This design comes from an exercise in tuning for small area, a short achievable clock period and few clock cycles on the open sky130 flow, not from production work.
The RTL was checked by simulation tests, not by an equivalence proof against the original design.
Power figures rest on the tool's default switching activity, not on a simulated workload.

job 8807:
==> flow/design.v (excerpt) <==
module matrix_mac_top
#(
  parameter int MATRIX_DIM = 4,
  parameter int ELEM_W     = 16
)
(
  input  logic                                    dca_port_11,
  input  logic                                    dca_port_17,
  input  logic                                    i_start,
  input  logic                                    i_clear,
  input  logic [1:0]                              i_opcode,
  input  logic                                    i_init_acc,
  input  logic [MATRIX_DIM-1:0]                   i_row_mask,
  input  logic [MATRIX_DIM-1:0]                   i_col_mask,
  input  logic [mac_pkg::STEP_W-1:0]              i_steps,
  input  logic [MATRIX_DIM*MATRIX_DIM*ELEM_W-1:0] i_lhs,
  input  logic [MATRIX_DIM*MATRIX_DIM*ELEM_W-1:0] i_rhs,
  output logic                                    o_busy,
  output logic                                    o_step_req,
  output logic                                    o_done,
  output logic [MATRIX_DIM*MATRIX_DIM*ELEM_W-1:0] o_result
);
==> flow/config.mk <==
export PLATFORM = sky130hd
export DESIGN_NAME = matrix_mac_top
export DESIGN_NICKNAME = matrix_mac_top
export VERILOG_FILES = /design/flow/design.v
export SDC_FILE = /design/flow/constraint.sdc
export NUM_CORES = 4
export LEC_CHECK = 0
export CAP_MARGIN = 20
export CORE_MARGIN = 2
export CORE_UTILIZATION = 40
export SETUP_SLACK_MARGIN = 1.5
export SLEW_MARGIN = 20
==> flow/constraint.sdc <==
create_clock -name core_clock -period 8.0 [get_ports {dca_port_11}]
set_input_delay 1.6000 -clock core_clock [delete_from_list [all_inputs] [get_ports {dca_port_11}]]
set_output_delay 1.6000 -clock core_clock [all_outputs]
set_load 0.01 [all_outputs]
run.sh (not shown) runs the stock make flow with config.mk's settings and CLKGATE_MAP_FILE= SYNTH_SCRIPT=/design/flow/synth_recipe.tcl, a recipe that flattens the netlist after the stock synthesis.
Testbench counts of job 8807, summed over its fixed seeds: cycles 7,501.
[inputs] job 1522 vs job 8807
- changing SETUP_SLACK_MARGIN from 1.5 to 2.5
==> flow/flow/run.sh (new file) <==
#!/bin/bash
# Layout: the standard flow (standard.sh, unchanged synthesis), except that
# the port buffers are buf_2 cells instead of the clkdlybuf4s50_1 delay cells
# that buffer_ports picks by default. Every port still gets its buffer.
set -euo pipefail
export BUFFER_PORTS_ARGS="-buffer_cell sky130_fd_sc_hd__buf_2"
bash standard.sh > standard_flow.log 2>&1
==> flow/standard.sh (new file) <==
#!/bin/bash
# synth_recipe.tcl (not shown) runs the flow's synth.tcl, then flattens the netlist and writes it again
# the make line also repeats each setting of config.mk as NAME=value (left out here)
make -C /OpenROAD-flow-scripts/flow DESIGN_CONFIG=/design/flow/config.mk WORK_HOME=/design/flow/orfs CLKGATE_MAP_FILE= SYNTH_SCRIPT=/design/flow/synth_recipe.tcl "${@:-finish}"
removed: flow/run.sh
==> comparison <==
- Cmp job 1522 and job 8807 / post-placement worst setup slack / lower: job 8807
- Compared with job 8807, job 1522 is the more power-hungry design.
- [compare] base=job 8807 new=job 1522: overall routed net length roughly the same, fraction of area in registers held, synthesized cell count level.
Edits applied to the flow inputs when going from job 1522 to job 5129:
- a change of SETUP_SLACK_MARGIN from 2.5 to 1.5
Results
- Sort job 5129 and job 1522 by later-pin clock latency in the skew report, descending, and job 1522 comes first.
- Between job 1522 and job 5129, the flow reports via count decreasing by a few percent.
- mac_inst_reg_i.o_inst_opcode[0]$_DFFE_PN0N_ as the start point of the critical path was reported by job 1522, and i_lhs[2] by job 5129.
- Of job 5129 and job 1522, the higher logic gate share of total power belongs to job 1522.
- On time the final worst path needs with I/O delays and setup: job 5129 sits above job 1522.
- Compared with job 1522, in job 5129 instance area at placement decreased 2.4%, area taken by multi-input logic gates decreased 7.2%.
Relative to job 5129, the following input files were edited for job 5542:
- ABC_AREA: unset -> 1
- Both conditions hold for job 5542: the flow ran to the end and the final layout passed the timing, design-rule and antenna checks.
- The higher maximum frequency of job 5129 and job 5542 is in job 5129.
- Compared with job 5129, in job 5542 largest net degree at the start of global routing +about 20%, total length of routed wires +42000 µm.
- sky130_fd_sc_hd__fa_1 as the leading cell type in the layout, fill and taps excluded was reported by job 5129, and sky130_fd_sc_hd__nand2_1 by job 5542.
- The category of the critical setup timing path comes out register to register in one run and primary input to register in the other, namely in job 5542 and job 5129 respectively.

## afterwards: timing with drivers on the ports
The flow's constraints put no driver on any port. The routed layouts listed below were extracted and timed again, unchanged, in two steps.
Step 1, drivers: a clkbuf_16 drives dca_port_11 and a buf_2 each remaining input, both assumed.
Step 2 adds t to the input delays and takes it off the output delays; t is the mean of the earliest and latest rising clock arrival at the registers after step 1. Input paths then give back, and output paths get back, about the clock's delay inside the block.
a / b / c = no drivers / after step 1 / after step 2; a / b = the first two.
| run | t, ns | slack for setup (ns) | hold slack, ns | clock arrival spread, ns | worst slew at a driven data input, ns |
|---|---|---|---|---|---|
| job 8807 | 0.799 | 1.421 / 1.393 / 0.593 | 0.509 / 0.509 / 0.509 | 0.036 / 0.037 | 0.26 |
| job 1522 | 0.830 | 1.692 / 1.692 / 0.905 | 0.499 / 0.499 / 0.499 | 0.053 / 0.052 | 0.24 |
| job 5129 | 0.804 | 1.541 / 1.534 / 0.730 | 0.516 / 0.516 / 0.516 | 0.068 / 0.068 | 0.25 |
| job 5542 | 0.821 | 1.511 / 1.511 / 0.779 | 0.436 / 0.436 / 0.436 | 0.054 / 0.054 | 0.23 |
After both steps every run listed still meets setup and hold. The setup slack of job 8807, which loses most, moves by -0.028 ns with the drivers and by -0.828 ns with both steps.
